From an optimization exercise on the open Yosys and OpenROAD flow, aimed at small area, a short achievable clock period and few clock cycles per item; shortcuts taken in it are not production practice. Where RTL was checked, it was by simulation tests only, not by an equivalence proof against the original. The RTL of runs 1 and 2 was laid out without a check of its function. Power and IR drop assume default switching activity.

==> run.sh <==
#!/bin/bash
# synth_recipe.tcl (not shown) runs the flow's synth.tcl, then flattens the netlist and writes it again
# the make line also repeats each setting of config.mk as NAME=value (left out here)
make -C /OpenROAD-flow-scripts/flow DESIGN_CONFIG=/design/flow/config.mk WORK_HOME=/design/flow/orfs CLKGATE_MAP_FILE= SYNTH_SCRIPT=/design/flow/synth_recipe.tcl finish
==> config.mk <==
export PLATFORM = sky130hd
export DESIGN_NAME = greedy_word_wrap_stream
export DESIGN_NICKNAME = greedy_word_wrap_stream
export VERILOG_FILES = /design/flow/design.v
export SDC_FILE = /design/flow/constraint.sdc
export NUM_CORES = 4
export LEC_CHECK = 0
export CAP_MARGIN = 20
export CORE_MARGIN = 2
export CORE_UTILIZATION = 40
export CTS_BUF_LIST = sky130_fd_sc_hd__clkbuf_16
export CTS_CLUSTER_DIAMETER = 100
export CTS_CLUSTER_SIZE = 20
export SETUP_SLACK_MARGIN = 3.5
export SLEW_MARGIN = 20
==> constraint.sdc <==
create_clock -name core_clock -period 6.0 [get_ports {clk}]
set_input_delay 1.2000 -clock core_clock [delete_from_list [all_inputs] [get_ports {clk}]]
set_output_delay 1.2000 -clock core_clock [all_outputs]
set_load 0.01 [all_outputs]
==> design.v <==
`timescale 1ns / 1ps
package wwr_pkg;
  localparam logic [7:0] CH_NL = 8'd10;
  localparam logic [7:0] CH_SP = 8'd32;
endpackage
`timescale 1ns / 1ps
import wwr_pkg::*;
module greedy_word_wrap_stream #(
  parameter int DEPTH = 61,
  parameter int QD    = 4
) (
  input  logic       clk,
  input  logic       rst,
  input  logic       cfg_write,
  input  logic [5:0] cfg_data,
  input  logic       push,
  output logic       full,
  input  logic [7:0] byte_value,
  input  logic       end_of_text,
  output logic       empty,
  input  logic       pop,
  output logic [7:0] out_byte,
  output logic       last_of_run,
  output logic       text_done,
  output logic       overlong_flag
);
  localparam int AW = $clog2(DEPTH);
  logic [5:0] wreg;
  logic       cfg_d;
  logic [5:0] cfg_w;
  assign cfg_w = (cfg_data == 6'd63) ? 6'd62 : cfg_data;
  always_ff @(posedge clk) begin
    if (rst) begin
      wreg  <= 6'd62;
      cfg_d <= 1'b0;
    end else begin
      cfg_d <= cfg_write;
      if (cfg_write) wreg <= cfg_w;
    end
  end
  logic       v0, v1;
  logic [7:0] b0, b1;
  logic       e0, e1;
  logic       k0, k1;    
  logic       n0, n1;    
  logic       proc;
  logic       accept;
  logic       free0;
  logic       in_blank, in_nl;
  assign full     = v1;
  assign accept   = push && !v1;
  assign free0    = !v0 || proc;
  assign in_blank = (byte_value == 8'd32) || ((byte_value >= 8'd9) && (byte_value <= 8'd13));
  assign in_nl    = (byte_value == 8'd10);
  always_ff @(posedge clk) begin
    if (rst) begin
      v0 <= 1'b0;
      v1 <= 1'b0;
    end else begin
      if (free0) v0 <= v1 || accept;
      v1 <= (v1 || accept) && !free0;
    end
  end
  always_ff @(posedge clk) begin
    if (free0) begin
      b0 <= v1 ? b1 : byte_value;
      e0 <= v1 ? e1 : end_of_text;
      k0 <= v1 ? k1 : in_blank;
      n0 <= v1 ? n1 : in_nl;
    end
    if (!v1) begin
      b1 <= byte_value;
      e1 <= end_of_text;
      k1 <= in_blank;
      n1 <= in_nl;
    end
  end
  logic [5:0] word_len;    
  logic [5:0] wleft;       
  logic       wz;          
  logic [7:0] slack;
  logic       lnz;
  logic       in_word;
  logic       streaming;
  logic       prev_nl;
  logic       para;
  logic       blank, is_nl, wbyte;
  logic       p_nl, p_sp;
  logic       placing, pstart, hold, trig;
  logic [7:0] w_m1;
  assign blank   = !e0 && k0;
  assign is_nl   = n0;
  assign wbyte   = !e0 && !k0;
  assign w_m1    = {2'b00, wreg} - 8'd1;
  assign p_nl    = lnz && slack[7];
  assign p_sp    = lnz && !slack[7];
  assign placing = in_word && !streaming;
  assign pstart  = !in_word && para;
  assign hold    = !streaming && !wz;
  assign trig    = !streaming && wz;
  logic       c_valid;
  logic [1:0] c_nl;
  logic       c_sp;
  logic [5:0] c_len;
  logic       c_done;
  logic       c_strm;
  always_comb begin
    c_valid = 1'b0;
    c_nl    = 2'd0;
    c_sp    = 1'b0;
    c_len   = 6'd0;
    c_done  = 1'b0;
    if (e0) begin
      c_valid = 1'b1;
      c_done  = 1'b1;
      if (placing) begin
        c_nl  = {1'b0, p_nl};
        c_sp  = p_sp;
        c_len = word_len;
      end
    end else if (blank) begin
      if (placing) begin
        c_valid = 1'b1;
        c_nl    = {1'b0, p_nl};
        c_sp    = p_sp;
        c_len   = word_len;
      end
    end else begin
      if (pstart) begin
        c_valid = 1'b1;
        c_nl    = 2'd2;
      end
      if (trig) begin
        c_valid = 1'b1;
        if (!pstart && lnz) c_nl = 2'd1;
        c_len = word_len + 6'd1;
      end
    end
  end
  assign c_strm = wbyte && trig;
  localparam int PW = $clog2(QD);
  logic [PW:0]   q_wp, q_rp;
  logic [QD-1:0] q_occ;    
  logic          cv_r;
  logic          q_room, f_room;
  assign q_room = !q_occ[QD-1];
  logic          t_q;
  logic          s_inc_r;
  logic          s_z, s_1;
  assign proc   = v0 && (!c_valid || q_room) && (!wbyte || f_room)
                && (!c_strm || (!t_q && s_z && !s_inc_r));
  always_ff @(posedge clk) begin
    if (rst) begin
      word_len  <= 6'd0;
      wleft     <= 6'd62;
      wz        <= 1'b0;
      slack     <= 8'd61;
      lnz       <= 1'b0;
      in_word   <= 1'b0;
      streaming <= 1'b0;
      prev_nl   <= 1'b0;
      para      <= 1'b0;
    end else begin
      if (cfg_d) begin
        wleft <= wreg;
        wz    <= (wreg == 6'd0);
        slack <= w_m1;
      end
      if (proc) begin
      if (e0) begin
        word_len  <= 6'd0;
        wleft     <= wreg;
        wz        <= (wreg == 6'd0);
        slack     <= w_m1;
        lnz       <= 1'b0;
        in_word   <= 1'b0;
        streaming <= 1'b0;
        prev_nl   <= 1'b0;
        para      <= 1'b0;
      end else if (blank) begin
        if (in_word) begin
          if (!streaming) begin
            lnz   <= 1'b1;
            slack <= p_sp ? slack - 8'd1 : {2'b00, wleft} - 8'd1;
          end
          in_word   <= 1'b0;
          streaming <= 1'b0;
          word_len  <= 6'd0;
          wleft     <= wreg;
          wz        <= (wreg == 6'd0);
        end else if (prev_nl && is_nl) begin
          para  <= 1'b1;
          lnz   <= 1'b0;
          slack <= w_m1;
        end
        prev_nl <= is_nl;
      end else begin
        prev_nl <= 1'b0;
        in_word <= 1'b1;
        if (pstart) para <= 1'b0;
        if (hold) begin
          word_len <= word_len + 6'd1;
          wleft    <= wleft - 6'd1;
          wz       <= (wleft == 6'd1);
          slack    <= (pstart ? w_m1 : slack) - 8'd1;
          if (pstart) lnz <= 1'b0;
        end else begin
          streaming <= 1'b1;
          lnz       <= 1'b1;
          slack     <= 8'hff;
        end
      end
      end
    end
  end
  logic [7:0]    mem [0:DEPTH-1];
  logic [AW-1:0] wp, rp;
  logic          ww, rw;
  logic          we;
  logic          f_ne;
  logic          fetch;
  logic          consume;
  logic [1:0]    pc;
  logic [7:0]    rdat;
  assign we     = proc && wbyte;
  assign f_room = !((wp == rp) && (ww != rw));
  assign f_ne   = !((wp == rp) && (ww == rw));
  logic          rd_v;
  logic [7:0]    rd_r;
  assign fetch  = f_ne && ((pc == 2'd0) || (pc == 2'd1 && !rd_v) || consume);
  assign rdat   = mem[rp];
  always_ff @(posedge clk) begin
    if (f_room) mem[wp] <= b0;
  end
  always_ff @(posedge clk) begin
    if (rst) begin
      wp <= '0;
      rp <= '0;
      ww <= 1'b0;
      rw <= 1'b0;
      pc <= 2'd0;
    end else begin
      if (we) begin
        if (wp == AW'(DEPTH - 1)) begin
          wp <= '0;
          ww <= !ww;
        end else begin
          wp <= wp + 1'b1;
        end
      end
      if (fetch) begin
        if (rp == AW'(DEPTH - 1)) begin
          rp <= '0;
          rw <= !rw;
        end else begin
          rp <= rp + 1'b1;
        end
      end
      if (rd_v && !consume) pc <= pc + 2'd1;
      else if (consume && !rd_v) pc <= pc - 2'd1;
    end
  end
  logic [7:0] pfe [0:1];
  logic       pf_w, pf_r;
  logic [7:0] pf_head;
  assign pf_head = pfe[pf_r];
  always_ff @(posedge clk) begin
    rd_r <= rdat;
    if (rd_v) pfe[pf_w] <= rd_r;
  end
  always_ff @(posedge clk) begin
    if (rst) begin
      pf_w <= 1'b0;
      pf_r <= 1'b0;
      rd_v <= 1'b0;
    end else begin
      rd_v <= fetch;
      if (rd_v) pf_w <= !pf_w;
      if (consume) pf_r <= !pf_r;
    end
  end
  localparam int CW = 11;
  logic [CW-1:0] cq [0:QD-1];
  logic [CW-1:0] cmd_r;
  logic [CW-1:0] q_head;
  logic          q_push, q_pop;
  logic [1:0]    c_pre;
  assign q_push = cv_r;
  assign q_head = cq[q_rp[PW-1:0]];
  assign c_pre  = c_sp ? 2'd1 : c_nl;
  always_ff @(posedge clk) begin
    cmd_r <= {c_pre, c_sp, c_len, c_done, c_strm};
    if (rst) begin
      cv_r <= 1'b0;
      q_wp <= '0;
      q_occ <= '0;
      q_rp <= '0;
    end else begin
      cv_r <= proc && c_valid;
      if (q_push) q_wp <= q_wp + 1'b1;
      if (proc && c_valid && !q_pop) q_occ <= {q_occ[QD-2:0], 1'b1};
      else if (q_pop && !(proc && c_valid)) q_occ <= {1'b0, q_occ[QD-1:1]};
      if (q_pop)  q_rp <= q_rp + 1'b1;
    end
  end
  always_ff @(posedge clk) begin
    if (q_push) cq[q_wp[PW-1:0]] <= cmd_r;
  end
  logic [1:0] r_pre;
  logic       r_psp;
  logic [5:0] r_len;
  logic       r_l1;
  logic       r_done;
  logic       r_strm;
  logic       r_ovl;
  logic       k_pr, k_by, k_dn, k_last;
  logic       act, e_st, emit, last, pend, pf_ok, o_ready;
  logic [7:0] e_byte;
  logic       s_inc, s_dec;
  logic [AW:0] s_wr, s_rd, s_rd1;
  assign s_z   = (s_wr == s_rd);
  assign s_1   = (s_wr == s_rd1);
  assign pf_ok = (pc != 2'd0);
  assign act   = k_pr || k_by || k_dn;
  assign e_st  = !act && r_strm && !t_q && !s_z;
  assign emit  = o_ready && (k_pr || k_dn || ((k_by || e_st) && pf_ok));
  assign consume = emit && (k_by || e_st);
  assign last  = k_last || e_st;
  assign s_inc = s_inc_r;
  assign s_dec = emit && e_st;
  assign pend  = (act && !(emit && k_last))
              || (r_strm && !t_q && !s_z && !(s_1 && s_dec));
  assign q_pop = (q_wp != q_rp) && !pend;
  assign e_byte = (k_by || e_st) ? pf_head : ((k_pr && r_psp) ? CH_SP : CH_NL);
  logic [1:0] h_pre;
  logic [5:0] h_len;
  logic       h_done, h_lz, h_l1;
  logic       h_pr, h_by, h_dn, h_last;
  assign h_pre  = q_head[10:9];
  assign h_len  = q_head[7:2];
  assign h_done = q_head[1];
  assign h_lz   = (h_len == 6'd0);
  assign h_l1   = (h_len == 6'd1);
  assign h_pr   = (h_pre != 2'd0);
  assign h_by   = (h_pre == 2'd0) && !h_lz;
  assign h_dn   = (h_pre == 2'd0) && h_lz && h_done;
  assign h_last = ((h_pre == 2'd1) && h_lz && !h_done)
               || ((h_pre == 2'd0) && h_l1 && !h_done)
               || h_dn;
  logic       n_pr, n_by, n_dn, n_last;
  logic       nb_l1, nb_last;
  always_comb begin
    n_pr   = (r_pre == 2'd2);
    n_by   = (r_pre == 2'd1) && (r_len != 6'd0);
    n_dn   = (r_pre == 2'd1) && (r_len == 6'd0) && r_done;
    n_last = ((r_pre == 2'd2) && (r_len == 6'd0) && !r_done)
          || ((r_pre == 2'd1) && r_l1 && !r_done)
          || ((r_pre == 2'd1) && (r_len == 6'd0) && r_done);
  end
  assign nb_l1   = (r_len == 6'd2);
  assign nb_last = (nb_l1 && !r_done) || (r_l1 && r_done);
  always_ff @(posedge clk) begin
    if (rst) begin
      r_pre  <= 2'd0;
      r_len  <= 6'd0;
      r_done <= 1'b0;
      r_strm <= 1'b0;
      k_pr   <= 1'b0;
      k_by   <= 1'b0;
      k_dn   <= 1'b0;
      k_last <= 1'b0;
    end else if (q_pop) begin
      {r_pre, r_psp, r_len, r_done, r_strm} <= q_head;
      r_l1   <= h_l1;
      k_pr   <= h_pr;
      k_by   <= h_by;
      k_dn   <= h_dn;
      k_last <= h_last;
    end else if (emit) begin
      if (k_pr) begin
        r_pre  <= r_pre - 2'd1;
        k_pr   <= n_pr;
        k_by   <= n_by;
        k_dn   <= n_dn;
        k_last <= n_last;
      end
      if (k_by) begin
        r_len  <= r_len - 6'd1;
        r_l1   <= nb_l1;
        k_by   <= !r_l1;
        k_dn   <= r_l1 && r_done;
        k_last <= nb_last;
      end
      if (k_dn) begin
        r_done <= 1'b0;
        k_dn   <= 1'b0;
        k_last <= 1'b0;
      end
    end
  end
  always_ff @(posedge clk) begin
    if (rst) begin
      s_wr    <= '0;
      s_rd    <= '0;
      s_rd1   <= (AW+1)'(1);
      t_q     <= 1'b0;
      s_inc_r <= 1'b0;
    end else begin
      s_inc_r <= proc && wbyte && streaming;
      if (s_inc) s_wr <= s_wr + 1'b1;
      if (s_dec) begin
        s_rd  <= s_rd1;
        s_rd1 <= s_rd1 + 1'b1;
      end
      if (proc && c_strm) begin
        t_q <= 1'b1;
      end else if (q_pop && q_head[0]) begin
        t_q <= 1'b0;
      end
    end
  end
  always_ff @(posedge clk) begin
    if (rst) begin
      r_ovl <= 1'b0;
    end else if (q_pop && q_head[0]) begin
      r_ovl <= 1'b1;
    end
  end
  logic        ov, bv;
  logic [10:0] ob, bb;
  logic [10:0] e_word;
  logic        a_free;
  assign e_word  = {e_byte, last, k_dn, r_ovl};
  assign o_ready = !bv;
  assign a_free  = !ov || pop;
  always_ff @(posedge clk) begin
    if (rst) begin
      ov <= 1'b0;
      bv <= 1'b0;
    end else begin
      if (a_free) begin
        ov <= bv || emit;
        bv <= 1'b0;
      end else if (emit) begin
        bv <= 1'b1;
      end
    end
  end
  always_ff @(posedge clk) begin
    if (a_free) begin
      ob <= bv ? bb : e_word;
    end
    if (!bv) begin
      bb <= e_word;
    end
  end
  assign empty         = !ov;
  assign out_byte      = ob[10:3];
  assign last_of_run   = ob[2];
  assign text_done     = ob[1];
  assign overlong_flag = ob[0];
endmodule
==> results of run 1 <==
[sequential cells by signal (all words and copies together) (netlist names), 7 cells and up, named ones only]
| name | cells |
|---|---|
| slack | 8 |
| pfe | 16 |
| s_rd1 | 7 |
| b0 | 8 |
| s_wr | 7 |
| b1 | 8 |
| mem | 488 |
| ob | 11 |
| cq | 44 |
| rd_r | 8 |
| s_rd | 7 |
| cmd_r | 11 |
| bb | 11 |
[cell type report]
cell class / instances / share of cell area [%]
Clock inverter: 33 / 0.455
Multi-Input combinational cell: 961 / 27.4
Timing Repair Buffer: 161 / 5.61
Clock buffer: 44 / 3.23
Sequential cell: 721 / 59.4
Tap cell: 959 / 3.52
Inverter: 35 / 0.408
[logic make-up (layout without fill, tap and decap cells)]
kind of cell | after synthesis | after routing | synth area share [%]
AND/OR/NAND/NOR | 410 | 410 | 6.73
flip-flops | 721 | 721 | 68.1
buffers and inverters | 145 | 273 | 2.00
XOR/XNOR | 64 | 64 | 1.89
AO/OA/AOI/OAI | 232 | 232 | 5.16
adder cells (fa/ha/maj) | 27 | 27 | 1.14
multiplexers | 228 | 228 | 15.0
[critical path, delay by kind of cell (launching register included)]
family                 cells  cell delay [ns]
flip-flops                 1             0.38
multiplexers               3             1.57
buffers and inverters      3             0.43
[routing by layer]
metal  GRT usage, %  part of all wire, %
met1           26.8                   44
met4           4.23                  2.0
met2           30.7                   48
met5              0                    0
met3           2.45                  5.9
[worst max path at each step]
stage	cells past startpoint	end	startpoint	slack [ns]
after floorplan	8	mem[39][0]	rp[0]	3.49
after global placement	5	b0[3]	e0	2.30
after detailed placement	5	b0[3]	e0	2.29
after CTS	6	rd_r[4]	rp[0]	3.49
after global routing	8	wp[4]	s_wr[4]	3.42
final	6	rd_r[2]	rp[0]	3.48
[where the power goes]
part | leakage, nW | total, mW | switching [mW] | internal, mW
Clock | 0.720 | 2.94 | 1.60 | 1.35
Combinational | 3.61 | 2.26 | 1.15 | 1.12
Sequential | 6.44 | 5.82 | 0.183 | 5.64
Total | 10.8 | 11.0 | 2.93 | 8.10
[placed cells by master, fill, tap and decap left out, types with 9 or more instances in the layout]
cell type / instances
nor2b_1: 13
a31oi_1: 10
nor3_1: 47
mux2_2: 17
nand4_1: 12
clkbuf_16: 46
mux4_2: 171
nand2_1: 88
dfxtp_2: 13
o21ai_0: 45
a211oi_1: 11
and2_1: 11
nand3_1: 32
a21oi_1: 63
dlygate4sd2_1: 9
buf_12: 14
buf_4: 91
nor2_1: 97
inv_1: 58
nor2_2: 10
nand2b_1: 13
clkdlybuf4s50_1: 18
ha_1: 22
xnor2_1: 34
o211ai_1: 11
o31ai_1: 12
buf_16: 17
edfxtp_1: 572
nor2_4: 20
or3_1: 12
xor2_1: 25
dfxtp_1: 123
dfxtp_4: 13
mux2i_1: 39
[what timing repair did]
action / CTS / global route
setup buffers: 38 / 27
gates resized for setup: 147 / 41
cloned: 17 / 2
pin swaps: 6 / 11
endpoints found under the setup margin: 585 / 253
==> results.txt, run 1 <==
Status
The flow ran to the end and the layout has no timing, DRC or antenna violations.

Cells and area
The net count of the finished layout is about 2000. The post-route netlist has 24.5% of its cells at a drive strength greater than 1. The non-filler instance count after layout is around 2900. The combined area of the multi-input logic cells is 9340 um^2. The storage element area is roughly 20000 um^2.

The final core utilization is between 40% and 50%. The area overhead of the layout relative to synthesis is 15.0%. 0 antenna diodes ended up in the layout. The final non-filler cell area is 34100 um^2. The layout has ~6000 filler cells.

Placed design
The placement-stage worst setup slack is 2.29 ns. The routability congestion estimate from global placement is about 0.90. The total cell area at the placement stage is 31100 um^2. Port buffering added 32 buffers.

The half-perimeter wire length after placement is roughly 42 mm. After detailed placement, the design holds a cell count of between 2000 and 3000.

Global route
The number of global-route vias before repair is around 17000. Global routing used 18.8% of the available tracks. The first global-routing pass estimated ~110 mm of wire.

The total overflow left after global routing is 0. The initial antenna violation count is 2. The pin count of the biggest net entering global routing is 73.

Floorplanning
In this run the core area contains 99 standard-cell rows. The die outline height is roughly 280 um. The floorplan step set the die width to roughly 280 um. The I/O pin total is 33.

The area enclosed by the die boundary is roughly 76000 um^2. The placeable core area is about 73000 um^2. The initial standard-cell utilization of the core is around two fifths.

Synthesis
The dominant cell by count in the synthesized netlist is edfxtp_1. For this run, the number of Yosys warnings is 1. Of the post-synthesis cell area, the dominant cell type holds 58.0%. The library cell occupying the most area in the post-synthesis netlist is edfxtp_1. The post-synth design cell area is 29600 um^2.

By count the netlist is led by edfxtp_1 (572), mux4_2 (171), dfxtp_1 (149). The post-synthesis cell count is between 1500 and 2000. The part of the Yosys area used for sequential elements is 68.1%. Synthesis instantiated 73 different standard cells from the library. Counting every net in the synthesized netlist gives about 1900. Counting flops and latches in the post-synthesis netlist gives approximately 720. Counting flops with an async set or reset pin after synthesis yields a share of 0%.

The flip-flop cell with the highest count after synthesis is edfxtp_1. Counting flops with a built-in enable in the synthesized netlist gives around 570. A synthesized cell averages about 16 um^2. By area the synthesized netlist is led by edfxtp_1 (58%), mux4_2 (13%), dfxtp_1 (10%), nor2_1 (1.6%), mux2i_1 (1.4%).

Worst setup path
For this run, the slowest stage of the critical path takes approximately 0.55 ns. The critical path goes through buf_12 -> buf_12 -> buf_12 -> mux4_2 -> mux4_2 -> mux4_2. The worst reg2reg path startpoint is rp[0]. The required time of the critical path is 6.48 ns. The flop-to-flop setup slack is between 3 and 4 ns.

The setup path with the least slack is of type reg -> reg. The end of the worst register-to-register path is rd_r[2]. The number of cells on the worst reg-to-reg path is 6. The highest-delay cell along the critical path is mux4_2. The maximum fanout encountered on the critical timing path is 6.

The endpoint class of the critical path is a register. Data arrives at the worst endpoint at about 3 ns. The startpoint class of the critical path is a register.

STA
For the final database, setup skew stands at 0.0364 ns. The number of hold-slack violations in the final timing report is 0. The post-route minimum period is 2.52 ns. The transition at the pin with the smallest max-transition slack is approximately 0.92 ns.

The ratio of final minimum period to clock period is between 40 and 50%. The final setup slack of the worst path is between 3 and 4 ns. Static timing analysis puts the maximum clock frequency at between 300 and 400 MHz.

The final max-slew violation count is 0. The count of final setup violators is 0. Setup repair after global routing could not meet its margin everywhere.

The worst slack on hold paths is 0.464 ns. In this run the tightest slew margin relative to its limit is between 30% and 40%. The total negative slack is 0 ns.

Route
After the first detailed-routing iteration, the DRC count stood at 1774. Detailed routing inserted a total of 16700 vias. For this block, the routed nets add up to between 70 and 80 mm of wire.

The number of design rule violations left after detail routing is 0. Dividing the detail-routed wire length by the instance count gives approximately 25 um. The count of TritonRoute iterations in the first routing pass is 16. The detail-routed via count per cell is about 5.7. The count of nets left with antenna violations once routing finished came out at 0.

Clocking
Clock tree synthesis inserted a total of 42 buffers. Clock latency on the worst-skew pair, taken at its later pin, is between 0.6 and 0.7 ns. The number of H-tree levels is 2.

Counting every sink on the clock net gives around 700. The cts-stage hold buffer count is 0. The CTS tree is built.

The root buffer cell chosen for the clock tree is clkbuf_16. No sink is reached through more buffers than the 3 on the longest clock path. The clock transition at the registers of the reported paths is about 0.090 ns.

Power and ir drop
VDD sags by at most about 0.00018 V. The power after layout is 11.0 mW. The leakage component of the power is about 11 nW. In this run the power density over the cells is about 320 nW/um^2.

Flow run
The max-cap check violation count is 0.

Min path
The classification of the worst-slack hold path is reg -> reg. The hold path startpoint is bb[5]. The endpoint with the worst hold slack is bb[5]. Along the worst hold path, the cell count comes to 2.
==> inputs of run 2 (changes only) <==
--- a/config.mk
+++ b/config.mk
@@ -13,3 +13,3 @@
 export CTS_CLUSTER_SIZE = 20
-export SETUP_SLACK_MARGIN = 3.5
+export SETUP_SLACK_MARGIN = 3.0
 export SLEW_MARGIN = 20
==> run 2 against run 1 <==
Compared with the run above: routed wire length shrank 6.3%; synthesized cell count unchanged; design area down 4.3%; count of clock-buffer cells in the layout decreased by 1; global-route usage fell by 1.2 points; non-clock buffer count is 68 lower; core utilization down 2.0 points.
==> results.txt, run 2 <==
Synthesis
The simple-gate area share of the yosys netlist is under 10%. In the synthesized netlist the async set-or-reset flop fraction comes to 0%. A synthesized cell averages between 15 and 20 um^2. When the netlist entered floorplanning its net count stood at about 1900. The share of the Yosys chip area taken by registers is approximately 68%. The main combinational cell family by area after synthesis is multiplexers.

The synthesized netlist devotes 5.16% of its cell area to compound gates. By count the netlist is led by edfxtp_1 (572), mux4_2 (171), dfxtp_1 (149). The flop and latch count out of synthesis is 721.

The dominant cell by count in the synthesized netlist is edfxtp_1. Of the post-synthesis cell area, the part taken by muxes is 15.0%. The post-synthesis cell count is around 1800. The synthesized design contains around 570 enable-type register cells. For this run, the number of Yosys warnings is 1.

After synthesis, the largest area contributor takes up between 50 and 60% of total cell area. The library cell occupying the most area in the post-synthesis netlist is edfxtp_1. Summing the areas of all fa, ha and maj instances in the mapped netlist gives under 10% of the synthesized area. Yosys mapped the design onto 73 distinct sky130hd cell types. The share of the synthesized netlist area taken by xor and xnor gates is under 10%. The post-synth design cell area is 29600 um^2. By area the synthesized netlist is led by edfxtp_1 (58%), mux4_2 (13%), dfxtp_1 (10%), nor2_1 (1.6%), mux2i_1 (1.4%).

The flip-flop cell with the highest count after synthesis is edfxtp_1.

Route
The total length of routed wires is 67.2 mm. The overall via count from detail_route is between 15000 and 20000. After detailed routing, the average wire length per cell comes to 23.6 um. The number of nets still failing antenna checks after routing is 0.

The detail-routed via count per cell is between 5 and 6. The violation count after the first detailed-routing iteration is 1436. For this run, design rule violations remaining after detail routing come to 0. For this run, the detailed router's first-pass iteration total came to 16.

Floorplanning
The total area inside the core boundary comes to approximately 73000 um^2. The die outline height is around 280 um. The number of core rows is 99. The I/O pin total is 33. The die is between 200 and 300 um wide. The initial standard-cell utilization of the core is around two fifths.

The die covers about 76000 um^2.

STA
The worst clock skew on the final layout is around 0.027 ns. For this run, the top clock speed supported by timing is roughly 350 MHz. The count of final setup violators is 0.

Hold timing on the final database bottoms out at a slack of between 0.4 and 0.5 ns. In the finished design, the share of the clock period the worst path needs comes to a little under half. For the pin with the worst max-slew slack, the measured transition is approximately 0.94 ns. Setup slack on the critical path of the routed design comes to 3.13 ns.

The final max-slew violation count came to 0. Setup repair after global routing could not meet its margin everywhere. The relative slew slack is 36.8%. Adding up every negative setup slack in the final design gives 0 ns. The post-route minimum period is approximately 2.9 ns. The number of hold-slack violations in the final timing report came to 0.

Cells and area
The layout cell share with drive strength beyond 1 is a little under a fifth. The flip-flop count of the largest register after layout is between 400 and 500. In the layout the commonest cells are edfxtp_1 (572), mux4_2 (171), dfxtp_1 (139).

Leaving out fill and tap cells, the most frequent cell in the layout is edfxtp_1. The final core utilization is approximately 45%. The area overhead of the layout relative to synthesis is 10.1%.

The antenna diode instance count is 0. mem holds more flip-flops than any other register. The finished cells cover between 30000 and 40000 um^2.

The non-filler instance count after layout is 2847. The layout net count is 1901.

Placed design
The number of placed instances, taps included is about 2800. Summing all placed instances gives a cell area of approximately 31000 um^2. The routability congestion estimate from global placement is between 0.8 and 0.9.

The number of buffers inserted by port buffering is 32. The half-perimeter wire length after placement is ~42 mm. Before CTS, the worst setup slack after placement is about 2.2 ns.

Global route
The overall track demand over capacity in global routing is ~18%. Entering global routing, the biggest net connects 64 pins. The initial antenna violation count came to 1.

The number of global-route vias before repair came to 16200. After global routing the overflow that remains totals 0. The first global-routing pass estimated approximately 100 mm of wire.

Clocking
The CTS tree is built. In this run the number of H-tree levels came out at 2. The total number of clock tree sinks is around 720. The buffer levels on the longest clock path is 3. The buffer type at the clock tree root is clkbuf_16. The cts-stage hold buffer count is 0. Clock-pin slew was measured on the worst setup and hold paths at 0.08 ns. The number of buffers added by the clock tree synthesis step is between 40 and 50.

The worst-skew pair later-pin latency is around 0.6 ns.

Worst setup path
For this run, the slowest stage of the critical path takes between 0.7 and 0.8 ns. The critical path goes through xnor2_1 -> nand4_1 -> nor2_4 -> or4_1 -> nor2_1. The kind of cell with the highest combined delay along the critical path is simple AND/OR/NAND/NOR gates.

The type of the setup path with the least slack is reg -> reg. The highest-delay cell along the critical path is nor2_1. The required time of the critical path is just over 6 ns.

At the worst endpoint, the arrival time is 3.11 ns. STA classifies the critical path endpoint as a register. The number of buffer and inverter stages on the critical path is 0. STA classifies the critical path startpoint as a register. The maximum fanout encountered on the critical timing path is 18.

Power and ir drop
The power after layout is about 11 mW. The cell area power density is between 300 and 400 nW/um^2. The largest voltage drop on the vdd net is approximately 0.00020 V.

The leakage component of the power is 10.2 nW.

Status
The flow ran to the end and the layout has no timing, DRC or antenna violations.

Min path
The classification of the worst-slack hold path is reg -> reg.

Flow run
Across the run, the number of max-cap violations was 0.
[run 2: worst paths after layout]
| kind | from | endpoint | slack, ns | cells past startpoint |
|---|---|---|---|---|
| hold / removal | bb[1] | bb[1] | 0.46 | 2 |
| setup reg to reg | rp[1] | mem[16][1] | 3.13 | 5 |
| hold reg to reg | bb[1] | bb[1] | 0.46 | 2 |
| setup / recovery | rp[1] | mem[16][1] | 3.13 | 5 |
[run 2: routing by layer]
| layer | vias up | share of wire, % | track usage, % |
|---|---|---|---|
| li1 | 7219 | - | - |
| met1 | 8333 | 44 | 24.7 |
| met2 | 508 | 48 | 28.6 |
| met3 | 84 | 6.0 | 2.73 |
| met4 | 0 | 2.2 | 4.46 |
| met5 | - | 0 | 0 |
[run 2: worst reg2reg max path, delay by kind of cell, from the launching register on]
family                    cells  cell delay (ns)
xor gates and xnor gates      1             0.17
and+or+nand+nor               4             1.71
DFF                           1             0.62
[run 2: final cells by class]
class                   instances  area, um^2
fillers                      6312       40500
flip-flops and latches        721       20200
multi-input cells             961        8940
well taps                     959        1200
clock buffers                  43        1080
repair buffers                 93         871
clock inverters                35         193
inverters                      35         131
[run 2: where the power goes]
group / internal [mW] / switching [mW]
logic: 0.810 / 0.971
registers: 5.64 / 0.199
clock network: 1.36 / 1.60
total: 7.81 / 2.77
[run 2: cell families after synthesis]
family,count (synthesis)
AOI/OAI and AO/OA,232
adders and majority gates,27
muxes,228
DFF,721
xor gates and xnor gates,64
buffers and inverters,145
and+or+nand+nor,410
[run 2: what timing repair did]
| action | CTS | global route |
|---|---|---|
| endpoints found under the setup margin | 432 | 108 |
| resized for setup | 17 | 12 |
| setup buffers | 7 | 3 |
| pin swaps | 1 | 1 |
| gates cloned | 1 | 0 |
==> inputs of run 3 (changes only) <==
--- a/design.v
+++ b/design.v
@@ -281,3 +281,3 @@
   end
-  localparam int CW = 11;
+  localparam int CW = 10;
   logic [CW-1:0] cq [0:QD-1];
@@ -289,5 +289,5 @@
   assign q_head = cq[q_rp[PW-1:0]];
-  assign c_pre  = c_sp ? 2'd1 : c_nl;
+  assign c_pre  = c_sp ? 2'd1 : (c_nl == 2'd2) ? 2'd3 : (c_nl == 2'd1) ? 2'd2 : 2'd0;
   always_ff @(posedge clk) begin
-    cmd_r <= {c_pre, c_sp, c_len, c_done, c_strm};
+    cmd_r <= {c_pre, c_len, c_done, c_strm};
     if (rst) begin
@@ -338,3 +338,3 @@
   logic       h_pr, h_by, h_dn, h_last;
-  assign h_pre  = q_head[10:9];
+  assign h_pre  = (q_head[9:8] == 2'd3) ? 2'd2 : {1'b0, q_head[9:8] != 2'd0};
   assign h_len  = q_head[7:2];
@@ -372,3 +372,5 @@
     end else if (q_pop) begin
-      {r_pre, r_psp, r_len, r_done, r_strm} <= q_head;
+      r_pre  <= h_pre;
+      r_psp  <= (q_head[9:8] == 2'd1);
+      {r_len, r_done, r_strm} <= q_head[7:0];
       r_l1   <= h_l1;
@@ -428,3 +430,3 @@
   end
-  logic        ov, bv;
+  logic        o_emp, bv;    
   logic [10:0] ob, bb;
@@ -434,6 +436,6 @@
   assign o_ready = !bv;
-  assign a_free  = !ov || pop;
+  assign a_free  = o_emp || pop;
   always_ff @(posedge clk) begin
     if (rst) begin
-      ov <= 1'b0;
+      o_emp <= 1'b1;
       bv <= 1'b0;
@@ -441,3 +443,3 @@
       if (a_free) begin
-        ov <= bv || emit;
+        o_emp <= !(bv || emit);
         bv <= 1'b0;
@@ -456,3 +458,3 @@
   end
-  assign empty         = !ov;
+  assign empty         = o_emp;
   assign out_byte      = ob[10:3];
--- a/config.mk
+++ b/config.mk
@@ -9,3 +9,3 @@
 export CORE_MARGIN = 2
-export CORE_UTILIZATION = 40
+export CORE_UTILIZATION = 55
 export CTS_BUF_LIST = sky130_fd_sc_hd__clkbuf_16
@@ -13,3 +13,3 @@
 export CTS_CLUSTER_SIZE = 20
-export SETUP_SLACK_MARGIN = 3.0
+export SETUP_SLACK_MARGIN = 3.5
 export SLEW_MARGIN = 20
==> run 3 against run 2 <==
Compared with the run above: clock skew is essentially flat; first-iteration DRC count grew 9.1%; die area shrank 28%; register-to-register slack gained 0.29 ns; hold slack lost 0.021 ns; total power grew 6.1%; sequential cell count shrank 5; non-clock buffer count grew 21; clock power shrank 3%; maximum frequency grew 11%; synthesized cell count shrank 0.88%; critical path type unchanged.
==> results.txt, run 3 <==
Placed design
The half-perimeter wire length after placement is ~40 mm. The number of buffers inserted by port buffering is 32. Timing analysis after detailed placement gives a worst setup slack of about 2.3 ns. The routability congestion estimate from global placement is ~0.89.

The number of placed instances, taps included is 2449.

STA
Measured against its own limit, the worst slew margin works out to a little under a third. In the post-route analysis, the smallest setup slack over all paths is 3.42 ns. Based on the critical path, the design can be clocked at up to 387 MHz.

Clock skew on the completed layout was measured at 0.0274 ns. Dividing the final minimum period by the clock period gives ~43%. The final max-slew violation count is 0. The routed design could run at a clock period as short as 2.58 ns. Setup repair after global routing could not meet its margin everywhere. The count of final setup violators is 0.

The number of hold-slack violations in the final timing report is 0. Summed over all failing endpoints, the final setup total negative slack is 0 ns. The transition at the pin with the smallest max-transition slack is around 1.0 ns.

Cells and area
The flip-flop count of the largest register after layout is a little under 500. Counting flops per register, the top entry is mem. Leaving out filler cells and counting taps, the final layout contains ~2600. The layout cell share with drive strength beyond 1 is 22.9%. The antenna diode instance count is 0. The layout net count is about 1900.

Cells fill between 60% and 70% of the core in the end. In the layout the commonest cells are edfxtp_1 (568), mux4_2 (170), dfxtp_1 (133). The leading cell type in the layout, fill and taps excluded is edfxtp_1. From synthesis to final layout, the design area changed by 13.1%.

Min path
Counting instances, the worst hold path has a depth of 0. The hold path startpoint is rd_r[6]. The classification of the worst-slack hold path is reg -> reg. The endpoint with the worst hold slack is pfe[0][6].

Synthesis
The dominant cell by count in the synthesized netlist is edfxtp_1. The number of flops mapped to enable cells by yosys is around 570. The area fraction of the dominant cell type after synthesis is around three fifths. For this run, the number of Yosys warnings is 1. After synthesis, the cell types taking the most area are edfxtp_1 (58%), mux4_2 (13%), dfxtp_1 (10%), nor2_1 (2.3%), xnor2_1 (1.4%). The part of the Yosys area used for sequential elements is a little under 70%. The flip-flop cell with the highest count after synthesis is edfxtp_1. The post-synthesis average cell area is around 16 um^2.

The post-synth design cell area is approximately 29000 um^2. In the synthesized netlist the async set-or-reset flop fraction comes to 0%. The commonest cells after synthesis are edfxtp_1 (568), nor2_1 (179), mux4_2 (170). Counting every instance in the synthesized netlist gives roughly 1800. The library cell occupying the most area in the post-synthesis netlist is edfxtp_1. After synthesis, the netlist uses between 60 and 70 different library cells. The flop and latch count out of synthesis is slightly above 700. When the netlist entered floorplanning its net count stood at between 1500 and 2000.

Power and ir drop
For this design the ratio of total power to cell area is approximately 340 nW/um^2. VDD sags by at most ~0.00032 V. In this run the static leakage power is 10.4 nW. The power after layout is 11.2 mW.

Worst setup path
The flop-to-flop setup slack is between 3 and 4 ns. The critical path crosses 5 cells after its start point. The worst reg2reg path startpoint is rp[0].

In this design, the stage delay of the slowest critical-path cell is between 0.5 and 0.6 ns. On the critical path, the stage with the largest delay is an instance of mux4_2. The cell family with the largest share of critical-path delay is multiplexers. The length in cells of the worst reg-to-reg path is 5. The type of the setup path with the least slack is reg -> reg.

The signal on the critical path passes through buf_12 -> buf_16 -> mux4_2 -> mux4_2 -> mux4_2. The number of buffer and inverter stages on the critical path is 2. The dominant cell type by count on the critical path is mux4_2.

The worst setup path is launched from a register. The endpoint class of the critical path is a register. The data arrival time of the critical path is 3.04 ns. The required time of the critical path is roughly 6.5 ns. The end of the worst register-to-register path is rd_r[6]. The maximum fanout encountered on the critical timing path is 8.

Floorplanning
The number of core rows is 84. The initial utilization of the core area, before any placement, comes to between 50% and 60%. The area enclosed by the die boundary is between 50000 and 60000 um^2. The floorplan step set the die width to 235 um. The die is around 230 um tall. In this run the count of I/O pins placed on the die edge is 33. The placeable core area is approximately 53000 um^2.

Route
The number of nets still failing antenna checks after routing is 0. The average wire per standard cell is between 20 and 30 um. The number of design rule violations left after detail routing is 0.

The count of TritonRoute iterations in the first routing pass is 7. The final route contains roughly 16000 vias. Wires add up to a little under 70 mm. The violation count after the first detailed-routing iteration is approximately 1600. The detail-routed via count per cell is ~6.2.

Flow run
Max-cap violations in this run came to 0.

Clocking
The total number of clock tree sinks is a little over 700. Clock-pin slew was measured on the worst setup and hold paths at approximately 0.090 ns. Counting the buffers created by CTS gives 42. TritonCTS built the clock tree.

The buffer levels on the longest clock path is 3. The buffer type at the clock tree root is clkbuf_16. The worst-skew pair later-pin latency is roughly 0.60 ns. The number of H-tree levels is 2.

Global route
Entering global routing, the biggest net connects 67 pins. The residual overflow from global routing is 0. The global-route wire length before repair is roughly 100 mm. The number of global-route vias before repair is between 15000 and 20000. Global routing used between 20% and 30% of the available tracks. The initial antenna violation count was 0.

Status
The flow ran to the end and the layout has no timing, DRC or antenna violations.
-- run 3: cell types whose count changed after synthesis, sizes merged, moves of 5 or more --
cell,before,now
nor3,53,25
or4,8,1
and3,3,9
o31ai,12,5
nand3,32,38
nor2,127,179
xnor2,35,47
a311oi,6,1
a21oi,65,70
clkbuf,69,62
-- run 3: layout make-up --
type                            instances  area, um^2
Sequential cell                       716       20100
Fill cell                            3805       19500
Inverter                               31         118
Clock buffer                           43        1080
Multi-Input combinational cell        964        9350
Timing Repair Buffer                  114        1520
Tap cell                              688         861
Clock inverter                         26         124
-- run 3: timing repair --
action / 4_1_cts / 5_1_grt
endpoints found under the setup margin: 590 / 93
endpoints found under the hold margin: 0 / 0
gates cloned: 12 / 5
resized for setup: 209 / 20
setup buffers: 28 / 19
hold buffers: 0 / 0
pin swaps: 5 / 13
-- run 3: per-stage QoR --
step / area [um^2] / hold slack (ns)
4_1_cts: 32700 / 0.443
5_1_grt: 33100 / 0.453
3_3_place_gp: 30200 / 0.438
2_1_floorplan: 29300 / 0.371
3_5_place_dp: 30200 / 0.428
6_report: 33100 / 0.439
-- run 3: power breakdown --
group / leakage, nW / internal, mW / total, mW / switching (mW)
Sequential: 6.40 / 5.61 / 5.80 / 0.187
Clock: 0.663 / 1.31 / 2.88 / 1.58
Combinational: 3.39 / 1.26 / 2.54 / 1.28
Total: 10.4 / 8.18 / 11.2 / 3.04
-- run 3: how the worst max path moves through the flow --
stage	from	end	slack, ns
final	rp[0]	rd_r[6]	3.42
after global routing	rp[0]	rd_r[6]	3.39
after CTS	rp[0]	rd_r[6]	3.40
after detailed placement	bv	q_occ[1]	2.35
after global placement	bv	q_occ[2]	2.51
after floorplan	rp[1]	rd_r[2]	3.50
-- run 3: routing by layer --
| layer | wire [um] | part of all wire [%] | GRT usage [%] | vias up |
|---|---|---|---|---|
| met1 | 28000 | 41 | 33.6 | 8182 |
| met4 | 2510 | 3.7 | 8.48 | 0 |
| met5 | 0 | 0 | 0 | - |
| met3 | 3900 | 5.7 | 3.81 | 124 |
| met2 | 33700 | 49 | 41.4 | 482 |
| li1 | - | - | - | 7124 |
-- run 3: kinds of logic after synthesis --
family,after synthesis,share of synthesized area [%]
buffers and inverters,132,1.96
XOR/XNOR,79,2.36
adder cells (fa/ha/maj),31,1.33
AND/OR/NAND/NOR,430,6.75
AO/OA/AOI/OAI,202,4.28
flip-flops,716,68.4
multiplexers,221,14.9
-- run 3: worst reg2reg max path, cell delays in order, from the launching register on --
cell     delay, ns
dfxtp_4       0.49
buf_12        0.18
buf_16        0.14
mux4_2        0.57
mux4_2        0.55
mux4_2        0.51
Testbench counts of run 3, summed over its fixed seeds: cycles 25,442, items 23,625.
==> inputs of run 4 (changes only) <==
--- a/config.mk
+++ b/config.mk
@@ -9,3 +9,3 @@
 export CORE_MARGIN = 2
-export CORE_UTILIZATION = 55
+export CORE_UTILIZATION = 40
 export CTS_BUF_LIST = sky130_fd_sc_hd__clkbuf_16
==> run 4 against run 3 <==
Compared with the run above: combinational power decreased by 2%; hold slack improved by 0.027 ns; final cell count increased by 11%; critical path type unchanged; die area increased by 37%; design area increased by 1.6%; largest power group unchanged; clock skew increased by 0.0065 ns; clock power increased by 4%; critical path depth increased by 1; synthesized cell count unchanged; setup slack improved by 0.098 ns; synthesized area unchanged.
==> results.txt, run 4 <==
Clocking
The number of H-tree levels is 2. The clock transition at the registers of the reported paths is approximately 0.080 ns. The buffer type at the clock tree root is clkbuf_16.

At the later pin of the worst-skew pair, clock insertion delay measures 0.60 ns. The cts-stage hold buffer count is 0. The total number of clock tree sinks is between 700 and 800. Clock tree synthesis inserted a total of 43 buffers. The clock passes through at most 3 buffers.

TritonCTS built the clock tree.

Placed design
The placement-stage worst setup slack is between 2 and 2.5 ns. The number of buffers inserted by port buffering is 32. The number of placed instances, taps included is about 2700. The wire-length estimate of the detail-placed layout is approximately 40 mm. Summing all placed instances gives a cell area of between 30000 and 40000 um^2. At the end of routability-driven placement, the weighted congestion stood at between 0.8 and 0.9.

Route
Once detail routing completed, the nets flagged for antenna violations numbered 0. In the final routed layout, each cell accounts on average for 23.7 um. The number of design rule violations left after detail routing is 0.

The final layout contains routed wiring with a total length of a little under 70 mm. For this run, the detailed router's first-pass iteration total came to 5. After the first detailed-routing iteration, the DRC count stood at ~1600.

Dividing the detail-routed via count by the number of cells gives roughly 5.6. The routed layout has 16100 vias.

Power and ir drop
The largest voltage drop on the vdd net is between 0.0002 and 0.0003 V. The power after layout is between 10 and 15 mW. The cell area power density is ~340 nW/um^2. The leakage component of the power is 10.6 nW.

Synthesis
Counting flops and latches in the post-synthesis netlist gives between 700 and 800. After synthesis, the largest area contributor takes up about three fifths of total cell area. The number of flops mapped to enable cells by yosys is 568.

When the netlist entered floorplanning its net count stood at around 1900. The library cell occupying the most area in the post-synthesis netlist is edfxtp_1. The dominant cell by count in the synthesized netlist is edfxtp_1.

The main combinational cell family by area after synthesis is multiplexers. The post-synthesis cell count is 1811. Synthesis instantiated 67 different standard cells from the library. After synthesis, the most frequently instantiated cells are edfxtp_1 (568), nor2_1 (179), mux4_2 (170).

The flip-flop cell with the highest count after synthesis is edfxtp_1. The post-synthesis average cell area is 16.2 um^2. The part of the Yosys area used for sequential elements is about two thirds. Summing the areas of all xor and xnor instances in the mapped netlist gives between 2 and 2.5% of the synthesized area.

Summing the areas of all and, or, nand and nor instances in the mapped netlist gives roughly 6.7% of the synthesized area. The compound-gate portion of the synthesized area is about 4.3%. In the post-synthesis netlist, the biggest area contributors are edfxtp_1 (58%), mux4_2 (13%), dfxtp_1 (10%), nor2_1 (2.3%), xnor2_1 (1.4%). In this run the cell area of the synthesized design comes to a little under 30000 um^2. Of all flip-flops after synthesis, the portion carrying an async set or reset was 0%. Measured against the total synthesized area, the mux share comes to 14.9%.

For this run, the number of Yosys warnings is 1. Summing the areas of all fa, ha and maj instances in the mapped netlist gives 1.33% of the synthesized area.

STA
Setup repair after global routing could not meet its margin everywhere. At the pin with the least slew margin, the transition time is ~0.94 ns. The worst path uses around two fifths of the clock period. The number of hold-slack violations in the final timing report came to 0. The relative slew slack is ~37%.

Clock skew on the completed layout was measured at about 0.034 ns. Setup slack on the critical path of the routed design comes to 3.51 ns. Setup violations remaining at the end of the flow were counted as 0. The smallest clock period supported by the final layout is computed as roughly 2.5 ns.

The upper clock frequency limit is slightly above 400 MHz. The final max-slew violation count is 0. The worst slack on hold paths is 0.466 ns. Summed over all failing endpoints, the final setup total negative slack is 0 ns.

Floorplanning
The die is 274 um wide. In this run the count of I/O pins placed on the die edge is 33. The area enclosed by the die boundary is ~75000 um^2.

The initial standard-cell utilization of the core is between 40% and 50%. The die is ~270 um tall. The number of core rows is 99.

The placeable core area is between 70000 and 80000 um^2.

Cells and area
The final core utilization is around 46%. The leading cell type in the layout, fill and taps excluded is edfxtp_1. From synthesis to final layout, the design area changed by 14.9%. The flip-flop count of the largest register after layout is between 400 and 500. The layout cell share with drive strength beyond 1 is between 20% and 30%. The final non-filler cell area is about 34000 um^2. The non-filler instance count after layout is 2873. The number of antenna diodes in the final layout is 0. Leaving out fill and tap cells, the most frequent cells in the layout are edfxtp_1 (568), mux4_2 (170), dfxtp_1 (130). After the last flow step, the layout net total stands at ~1900.

Ranked by flip-flop count, first place goes to mem.

Worst setup path
The dominant cell type by count on the critical path is mux4_2. The required time of the critical path is roughly 6.5 ns. The peak per-stage delay on the critical path is around 0.55 ns. Traced cell by cell, the critical path runs through buf_12 -> buf_8 -> buf_12 -> mux4_2 -> mux4_2 -> mux4_2. The worst setup path is of the reg -> reg kind.

The worst setup path is captured at a register. STA classifies the critical path startpoint as a register. The highest-delay cell along the critical path is mux4_2. STA puts the critical path data arrival time at between 2 and 3 ns.

The flop-to-flop setup slack is roughly 3.5 ns. Of all nets on the critical path, the largest fanout is 6.

Global route
The pin count of the biggest net entering global routing is 90. The global-route wire length before repair is slightly above 100 mm. The overall track demand over capacity in global routing is roughly 18%. Summed over all layers, the global routing overflow is 0. The number of global-route vias before repair is about 16000. The initial antenna violation count came to 1.

Flow run
Across the run, the number of max-cap violations was 0.

Status
The run finished with no timing, DRC or antenna violations.

Min path
In this run the worst hold path is classified as reg -> reg.
## run 4: cell counts after synthesis
Identical to the previous run, type by type.
## run 4: path summary, 6_finish.rpt
| kind | start | end | cells after the start |
|---|---|---|---|
| setup / recovery | rp[0] | rd_r[6] | 6 |
| hold / removal | r_strm | r_strm | 2 |
| setup reg to reg | rp[0] | rd_r[6] | 6 |
| hold reg to reg | r_strm | r_strm | 2 |
## run 4: final cells by class
cell class / count / area [um^2]
repair buffers: 123 / 1530
inverters: 31 / 118
clock inverters: 35 / 191
clock buffers: 44 / 1100
flip-flops and latches: 716 / 20100
fillers: 6118 / 39100
multi-input cells: 965 / 9420
well taps: 959 / 1200
## run 4: where the power goes
group	internal, mW	total, mW	switching (mW)
Combinational	1.25	2.50	1.26
Clock	1.36	2.99	1.63
Sequential	5.61	5.80	0.190
Total	8.22	11.3	3.08
## run 4: timing repair
action                     in CTS  in global routing
pin swaps                      12                  9
cloned                         10                  5
setup buffers                  44                 16
resized for setup             186                 61
setup endpoints to repair     593                532
## run 4: layer usage
layer / track usage [%] / vias up / share of wire (%)
met5: 0 / - / 0.025
met3: 2.50 / 95 / 5.5
met4: 5.41 / 2 / 2.8
met2: 29.8 / 484 / 48
li1: - / 7153 / -
met1: 24.7 / 8350 / 43
## run 4: cells by family after synthesis
group	after synthesis
muxes	221
xor gates and xnor gates	79
buffers and inverters	132
and+or+nand+nor	430
DFF	716
AOI/OAI and AO/OA	202
adders and majority gates	31
## run 4: critical path: cells and delay by family (launching register included)
kind / cells / cell delay, ns
mux: 3 / 1.54
buf+inv: 3 / 0.42
flops: 1 / 0.41
==> inputs of run 5 (changes only) <==
--- a/design.v
+++ b/design.v
@@ -148,3 +148,3 @@
   logic          s_inc_r;
-  logic          s_z, s_1;
+  logic          s_z;
   assign proc   = v0 && (!c_valid || q_room) && (!wbyte || f_room)
@@ -319,5 +319,11 @@
   logic       s_inc, s_dec;
-  logic [AW:0] s_wr, s_rd, s_rd1;
-  assign s_z   = (s_wr == s_rd);
-  assign s_1   = (s_wr == s_rd1);
+  logic [AW:0] s_cnt;
+  logic       s_dec_r;
+  logic       s_c1, s_c2, s_c3, s_one, s_two;
+  assign s_c1  = (s_cnt == (AW+1)'(1));
+  assign s_c2  = (s_cnt == (AW+1)'(2));
+  assign s_c3  = (s_cnt > (AW+1)'(2));
+  assign s_z   = (s_cnt == '0) || (s_c1 && s_dec_r);
+  assign s_one = (s_c1 && !s_dec_r) || (s_c2 && s_dec_r);
+  assign s_two = s_c3 || (s_c2 && !s_dec_r);
   assign pf_ok = (pc != 2'd0);
@@ -331,3 +337,3 @@
   assign pend  = (act && !(emit && k_last))
-              || (r_strm && !t_q && !s_z && !(s_1 && s_dec));
+              || (r_strm && !t_q && (s_two || (s_one && !s_dec)));
   assign q_pop = (q_wp != q_rp) && !pend;
@@ -404,5 +410,4 @@
     if (rst) begin
-      s_wr    <= '0;
-      s_rd    <= '0;
-      s_rd1   <= (AW+1)'(1);
+      s_cnt   <= '0;
+      s_dec_r <= 1'b0;
       t_q     <= 1'b0;
@@ -411,7 +416,5 @@
       s_inc_r <= proc && wbyte && streaming;
-      if (s_inc) s_wr <= s_wr + 1'b1;
-      if (s_dec) begin
-        s_rd  <= s_rd1;
-        s_rd1 <= s_rd1 + 1'b1;
-      end
+      s_dec_r <= s_dec;
+      if (s_inc && !s_dec_r) s_cnt <= s_cnt + 1'b1;
+      else if (s_dec_r && !s_inc) s_cnt <= s_cnt - 1'b1;
       if (proc && c_strm) begin
--- a/config.mk
+++ b/config.mk
@@ -12,3 +12,3 @@
 export CTS_CLUSTER_DIAMETER = 100
-export CTS_CLUSTER_SIZE = 20
+export CTS_CLUSTER_SIZE = 25
 export SETUP_SLACK_MARGIN = 3.5
==> run 5 against run 4 <==
Compared with the run above: setup slack worse by 0.12 ns; sequential cell count shrank 13; critical path depth rose by 6; final cell count shrank 2.7%; non-clock buffer count is 23 lower; largest cell class unchanged; count of clock-buffer cells in the layout decreased by 9; clock skew is 0.014 ns lower; hold slack worse by 0.030 ns; first-iteration DRC count shrank 1.9%; maximum frequency down 4.5%.
==> results.txt, run 5 <==
Status
The run finished with no timing, DRC or antenna violations.

Clocking
In this run, post-CTS hold repair placed 0 buffers. Counting every sink on the clock net gives approximately 700. The number of buffers added by the clock tree synthesis step is 34. The clock passes through at most 3 buffers.

TritonCTS built the clock tree. In this run the clock root is driven by a clkbuf_16. The clock tree synthesis step divided the H-tree into 2 levels.

After clock tree synthesis, the clock-pin slew on the worst setup and hold paths is ~0.1 ns. For the worst-skew pair, the clock arrives at the later sink with an insertion delay of 0.59 ns.

Worst setup path
The worst reg2reg path startpoint is s_cnt[0]. The required time of the critical path is about 6.4 ns. Broken down by cell family, the worst path's largest delay share belongs to compound AO/OA/AOI/OAI gates.

The worst setup path is captured at a register. In this run the register-to-register setup slack is between 3 and 4 ns. The data arrival time of the critical path is 3.05 ns. The peak per-stage delay on the critical path is 0.40 ns. Walking the worst path, the cells encountered are inv_4 -> ha_4 -> a21o_1 -> a311o_1 -> and2_4 -> a211o_4 -> buf_6 -> ha_4 -> mux2i_2 -> nor2_1 -> a21oi_1 -> nor2_1. The worst setup path is launched from a register. In this run the worst path has a maximum fanout of 4.

The end of the worst register-to-register path is q_occ[1]. The number of cells on the worst reg-to-reg path is 12. By startpoint and endpoint, the worst setup path is classified as reg -> reg. Together, buffers and inverters on the worst path number 2. The slowest stage of the critical path belongs to the cell a311o_1.

STA
Setup repair after global routing could not meet its margin everywhere. At the pin with the least slew margin, the transition time is approximately 0.94 ns. On the final layout, the worst clock skew is 0.0203 ns. The upper clock frequency limit is 384 MHz.

The clock period could shrink to ~2.6 ns. The worst slack on hold paths is around 0.44 ns. The relative slew slack is between 30% and 40%. The ratio of final minimum period to clock period is between 40% and 50%.

The number of hold-slack violations in the final timing report is 0. The final max-slew violation count is 0. Setup violations remaining at the end of the flow were counted as 0.

In the final timing run, aggregate negative setup slack is 0 ns.

Floorplanning
The number of core rows is a little under 100. Once the floorplan was initialized, standard cells occupied roughly 40% of the core. The die outline height is 273 um.

The I/O pin total is 33. The placeable core area is just over 70000 um^2. The area enclosed by the die boundary is around 75000 um^2.

The floorplan step set the die width to about 270 um.

Synthesis
Summing every instance area after synthesis gives 29000 um^2. Counting flops and latches in the post-synthesis netlist gives 703. In the synthesized netlist the async set-or-reset flop fraction comes to 0%.

In this run, synthesis inferred around 570 flip-flops with an integrated enable. Sequential cells were found to cover 68.1% of the synthesized design area. Among all flip-flop cells after synthesis, the most frequent one is edfxtp_1. The post-synth net total is between 1500 and 2000. The largest total area in the synthesized netlist belongs to edfxtp_1. Synthesis instantiated slightly above 70 different standard cells from the library.

In the synthesized netlist, the number of instances is between 1500 and 2000. The average instance in the mapped netlist occupies 16.1 um^2. The top cell type by area accounts for between 50% and 60% of the synthesized area. For this run, the number of Yosys warnings is 1.

The most common cell in the synthesized netlist is edfxtp_1. Sorting the synthesized cells by area gives the leading types as edfxtp_1 (59%), mux4_2 (13%), dfxtp_1 (9.3%), nor2_1 (2.0%), mux2i_1 (1.5%). The commonest cells after synthesis are edfxtp_1 (568), mux4_2 (163), nor2_1 (152).

Cells and area
Leaving out fill and tap cells, the most frequent cells in the layout are edfxtp_1 (568), mux4_2 (163), dfxtp_1 (115). The repair_antennas step left the layout with diodes totalling 0. The flip-flop count of the largest register after layout is between 400 and 500.

Of the cells placed in the final design, the portion with a size suffix greater than 1 is a little under a quarter. The leading cell type in the layout, fill and taps excluded is edfxtp_1. The area overhead of the layout relative to synthesis is 12.7%.

The final layout contains 1887 nets. Counting flops per register, the top entry is mem.

Route
Summed over all layers, the routed wires come to 66.4 mm. The first TritonRoute pass finished after 7 iterations. For this run, design rule violations remaining after detail routing come to 0.

The count of nets left with antenna violations once routing finished came out at 0. The detailed router finished its first iteration with around 1600 violations. The detail-routed via count per cell is about 5.6.

Dividing the detail-routed wire length by the instance count gives 23.8 um. The overall via count from detail_route is roughly 16000.

Power and ir drop
Summed over all cells, the static leakage comes to roughly 10 nW. The cell area power density is between 300 and 400 nW/um^2. The fraction of power consumed by sequential logic is a little over half. Cell internal power was estimated by the tool at 7.83 mW.

Net switching is a little over a quarter of the power. The largest voltage drop on the vdd net is around 0.00020 V. Summed over all nets, the switching power comes to 2.92 mW.

The power share of the clock group is between 20% and 30%. Of the total power, combinational logic draws between 20% and 30%.

Min path
The startpoint identified for the worst hold timing path is rd_r[6]. The worst hold path belongs to the class reg -> reg. The instance count along the most critical hold path is 0. The path with the worst hold slack has its endpoint at pfe[1][6].

Global route
The overall track demand over capacity in global routing is 17.9%. The global-route wire length before repair is 102 mm. Entering global routing, the biggest net connects between 70 and 80 pins. The number of global-route vias before repair is 16200. After global routing the overflow that remains totals 0. The initial antenna violation count came to 0.

Placed design
The HPWL after detailed placement is 41.0 mm. The routability congestion estimate from global placement is roughly 0.86. The number of buffers inserted by port buffering is 32.

Flow run
Max-cap violations in this run came to 0.
[run 5: cell count changes in the layout (fill, tap and decap cells not counted), moves of 8 or more]
cell / before / now
xnor2_1: 44 / 28
buf_4: 55 / 46
nand2_1: 88 / 73
nand2b_1: 5 / 17
xor2_1: 31 / 23
buf_12: 18 / 8
clkbuf_16: 48 / 36
dfxtp_1: 130 / 115
o21ai_0: 38 / 47
inv_1: 57 / 39
nor2_1: 116 / 90
[run 5: worst max-delay path by stage]
stage                     startpoint         end  depth (start not counted)
after CTS                      rp[5]  mem[44][1]                          5
after detailed placement     in_word    q_occ[1]                         10
final                       s_cnt[0]    q_occ[1]                         12
after floorplan                pc[0]    q_occ[3]                         11
after global placement       in_word    q_occ[2]                         10
after global routing        s_cnt[0]    q_occ[1]                         12
[run 5: cells by family after synthesis]
logic type | Yosys count | share of synthesized area, %
multiplexers | 217 | 14.6
flip-flops | 703 | 68.1
XOR/XNOR | 53 | 1.60
AND/OR/NAND/NOR | 410 | 6.81
adder cells (fa/ha/maj) | 34 | 1.47
AO/OA/AOI/OAI | 244 | 5.56
buffers and inverters | 138 | 1.85
[run 5: cell type report]
| type | count | area, um^2 |
|---|---|---|
| clock inverters | 14 | 92.6 |
| clock buffers | 35 | 876 |
| well taps | 950 | 1190 |
| multi-input cells | 958 | 9460 |
| inverters | 36 | 143 |
| fillers | 6141 | 38900 |
| flip-flops and latches | 703 | 19800 |
| repair buffers | 100 | 1130 |
[run 5: power by group through the flow]
stage	registers [mW]	logic, mW	clock network, mW
CTS	5.70	2.44	2.65
detailed placement	5.82	2.08	0
global placement	5.82	2.07	0
global route	5.73	2.65	2.81
floorplan	5.77	1.50	0
finish	5.70	2.47	2.58
[run 5: per-stage QoR]
step	utilization, %	setup slack [ns]	power (mW)	cells	cell area [um^2]
2_1_floorplan	-	3.51	7.27	1799	29000
3_3_place_gp	42.3	2.54	7.88	2700	30300
3_5_place_dp	42.3	2.41	7.90	2700	30300
4_1_cts	45.3	3.39	10.8	2786	32500
5_1_grt	45.7	3.31	11.2	2796	32700
6_report	45.7	3.40	10.8	2796	32700
[run 5: routing by layer]
layer,up-vias,track usage (%),wire length [um]
li1,7086,-,-
met1,8114,23.7,28100
met2,365,31.2,34000
met3,74,2.18,2810
met4,0,4.73,1530
met5,-,0,0
[run 5: what timing repair did]
action,CTS,global route
gates cloned,6,1
resized for setup,200,38
setup endpoints to repair,580,512
pin swaps,10,6
setup buffers,31,9
[run 5: worst register-to-register path, stage by stage (launching register included)]
cell     delay [ns]
dfxtp_4        0.39
inv_4          0.05
ha_4           0.15
a21o_1         0.20
a311o_1        0.40
and2_4         0.16
a211o_4        0.34
buf_6          0.14
ha_4           0.18
mux2i_2        0.17
nor2_1         0.08
a21oi_1        0.15
nor2_1         0.06
Testbench counts of run 5, summed over its fixed seeds: cycles 25,442, items 23,625.
==> inputs of run 6 (changes only) <==
--- a/config.mk
+++ b/config.mk
@@ -12,3 +12,3 @@
 export CTS_CLUSTER_DIAMETER = 100
-export CTS_CLUSTER_SIZE = 25
+export CTS_CLUSTER_SIZE = 20
 export SETUP_SLACK_MARGIN = 3.5
==> run 6 against run 5 <==
Compared with the run above: synthesized area is the same; clock skew shrank 0.0023 ns; total power grew 3.0%; routed wire length grew 0.64%; critical endpoint unchanged; largest cell class unchanged.
==> results.txt, run 6 <==
Status
The run finished with no timing, DRC or antenna violations.

Synthesis
Yosys mapped the design onto 72 distinct sky130hd cell types. The area fraction of the dominant cell type after synthesis is between 50% and 60%. Yosys mapped a number of flops with a built-in enable equal to 568.

By count the netlist is led by edfxtp_1 (568), mux4_2 (163), nor2_1 (152). The post-synth net total is approximately 1900. The flop and latch count out of synthesis is roughly 700. By area the synthesized netlist is led by edfxtp_1 (59%), mux4_2 (13%), dfxtp_1 (9.3%), nor2_1 (2.0%), mux2i_1 (1.5%). Sequential elements use 68.1% of the synthesized area. The flip-flop cell with the highest count after synthesis is edfxtp_1.

Synthesis produced about 1800 cells. The average instance in the mapped netlist occupies 16.1 um^2. edfxtp_1 takes more of the synthesized area than any other cell. For this run, the number of Yosys warnings is 1. The dominant cell by count in the synthesized netlist is edfxtp_1.

The post-synthesis async set-or-reset flop share is 0%. The post-synth design cell area is 29000 um^2.

STA
Setup repair after global routing could not meet its margin everywhere. The total negative slack is 0 ns. The final max-slew violation count is 0. The number of hold-slack violations in the final timing report is 0. The ratio of final minimum period to clock period is 43.8%. The upper clock frequency limit is 380 MHz. The count of final setup violators is 0. Headroom to the max-slew limit came out at around two fifths. The tightest hold path in the finished design has a slack of about 0.43 ns. On the final layout, the worst clock skew is between 0.015 and 0.02 ns. The post-route minimum period is ~2.6 ns. The transition at the pin with the smallest max-transition slack is approximately 0.93 ns.

Global route
The number of global-route vias before repair is 16300. Entering global routing, the biggest net connects just under 80 pins. The residual overflow from global routing is 0.

The global-route wire length before repair is a little over 100 mm. The fraction of met2 tracks used by global routing is roughly a third. Global routing consumed, on the met1 layer, between 20 and 25% of the routing resources. Across every metal layer, demand over resource in global routing totals between 10% and 20%. After global routing, the most crowded layer is met2. The met3 track demand over resource is slightly above 2%. The initial antenna violation count came to 0.

Floorplanning
The die outline height is approximately 270 um. The die covers roughly 75000 um^2. The placeable core area is a little over 70000 um^2. The initialized floorplan defines 98 standard-cell rows. The die is about 270 um wide. 33 I/O pins were placed. Once the floorplan was initialized, standard cells occupied between 40% and 50% of the core.

Cells and area
The top register by number of flip-flops is mem. Once layout is complete, the utilization of the core stands at between 40% and 50%. The flip-flop count of the largest register after layout is 488. The leading cell type in the layout, fill and taps excluded is edfxtp_1. The combined area of the multi-input logic cells is between 9000 and 10000 um^2. The area overhead of the layout relative to synthesis is 13.5%. The non-filler instance count after layout is about 2800. The net count of the finished layout is ~1900. The storage element area is 19800 um^2. The antenna diode instance count is 0. Cells with a size suffix above 1 make up between 20% and 30% of the layout.

In the layout the commonest cells are edfxtp_1 (568), mux4_2 (163), dfxtp_1 (117). The layout has a little over 6000 filler cells.

Placed design
The half-perimeter wire length after placement is 41.0 mm. At the end of routability-driven placement, the weighted congestion stood at roughly 0.86. The number of placed instances, taps included is 2700. Port buffering added 32 buffers.

Clocking
The longest clock path from root to sink contains 3 buffers. At the later pin of the worst-skew pair, clock insertion delay measures roughly 0.60 ns. The buffer type at the clock tree root is clkbuf_16.

In this run, CTS created clock tree buffers numbering 41. CTS saw 703 sinks. Buffers inserted to repair hold after CTS numbered 0. After clock tree synthesis, the clock-pin slew on the worst setup and hold paths is roughly 0.08 ns. TritonCTS built the clock tree. The number of H-tree levels is 2.

Min path
The startpoint identified for the worst hold timing path is rd_r[6]. The worst hold path belongs to the class reg -> reg.

Route
In the final routed layout, each cell accounts on average for 23.8 um. The total length of routed wires is about 67 mm. The number of nets still failing antenna checks after routing is 0. The detailed router finished its first iteration with 1501 violations. The first TritonRoute pass finished after 5 iterations. For this run, design rule violations remaining after detail routing come to 0.

The detail-routed via count per cell is 5.63. The final route contains 15800 vias.

Power and ir drop
The power after layout is approximately 11 mW. In this run the static leakage power is around 10 nW. For this design the ratio of total power to cell area is approximately 340 nW/um^2.

Across the VDD grid, the largest voltage drop is roughly 0.00024 V.

Worst setup path
The startpoint class of the critical path is a register. The critical path starts at s_cnt[0]. The data arrival time of the critical path is 3.07 ns. The type of the setup path with the least slack is reg -> reg. In this run the critical register-to-register path is launched from s_cnt[0]. The flop-to-flop setup slack is around 3.4 ns.

STA classifies the critical path endpoint as a register. STA puts the critical path data required time at approximately 6.4 ns. In this run the worst path has a maximum fanout of 4.

Flow run
The max-cap check violation count is 0.
-- run 6: layout make-up --
class / count / share of cell area [%]
multi-input combinational: 958 / 28.7
timing repair buffer: 102 / 3.48
clock inverter: 16 / 0.396
sequential: 703 / 60.2
clock buffer: 42 / 3.19
tap: 950 / 3.61
inverter: 36 / 0.434
-- run 6: critical path: stages (launching register included) --
cell and delay, ns:
dfxtp_4 0.38, inv_4 0.05, ha_4 0.15, a21o_1 0.20, a311o_1 0.40, and2_4 0.16, a211o_4 0.36, buf_12 0.14
ha_4 0.17, mux2i_2 0.17, nor2_1 0.08, a21oi_1 0.16, nor2_1 0.06
-- run 6: final timing paths --
| check | endpoint | cells past startpoint |
|---|---|---|
| worst min-delay path | pfe[0][6] | 0 |
| worst max-delay path | q_occ[1] | 12 |
| worst min register to register | pfe[0][6] | 0 |
| worst max register to register | q_occ[1] | 12 |
-- run 6: power breakdown --
group	internal (mW)	total [mW]	leakage, nW	switching [mW]
Combinational	1.24	2.51	3.33	1.26
Sequential	5.53	5.71	6.29	0.181
Clock	1.32	2.86	0.618	1.54
-- run 6: logic make-up after synthesis --
kind of cell,Yosys count,share of synthesized area (%)
XOR/XNOR,53,1.60
AO/OA/AOI/OAI,244,5.56
adder cells (fa/ha/maj),34,1.47
flip-flops,703,68.1
buffers and inverters,138,1.85
multiplexers,217,14.6
AND/OR/NAND/NOR,410,6.81
-- run 6: stage by stage --
stage          cell area, um^2  worst slack [ns]
2_1_floorplan            29000              3.51
3_3_place_gp             30300              2.54
3_5_place_dp             30300              2.41
6_report                 32900              3.37
5_1_grt                  32900              3.29
4_1_cts                  32700              3.39
-- run 6: layer usage --
metal | routed length (um) | up-vias
li1 | - | 7112
met1 | 28300 | 8218
met2 | 34100 | 380
met3 | 2830 | 85
met4 | 1720 | 0
met5 | 0 | -
-- run 6: timing repair --
| item | in CTS | in global routing |
|---|---|---|
| buffers inserted | 33 | 8 |
| gates resized for setup | 197 | 40 |
| endpoints found under the setup margin | 579 | 505 |
| gates cloned | 6 | 2 |
| pin swaps | 10 | 7 |

[port drivers added, routing unchanged]
The results above use ideal ports. As a check the final layouts listed here were re-extracted and re-timed, cells and wires unchanged.
Step 1 assumes that a clkbuf_16 drives the clock port and a buf_2 every other input.
Step 2, shift: input delay + t, output delay - t, t = (earliest + latest rising clock arrival at the registers) / 2. This alone moves slack from input paths to output paths.
Three values: ideal ports, drivers, drivers and shift; two values: the first two.
run | t, ns | slack for setup (ns)
run 1 | 0.651 | 3.477 / 3.477 / 3.185
run 2 | 0.665 | 3.126 / 3.080 / 2.998
run 3 | 0.641 | 3.416 / 3.416 / 3.087
run 4 | 0.644 | 3.514 / 3.512 / 3.218
run 5 | 0.643 | 3.397 / 3.397 / 3.098
run 6 | 0.645 | 3.370 / 3.370 / 3.111
After both steps setup and hold are still met in every run listed.
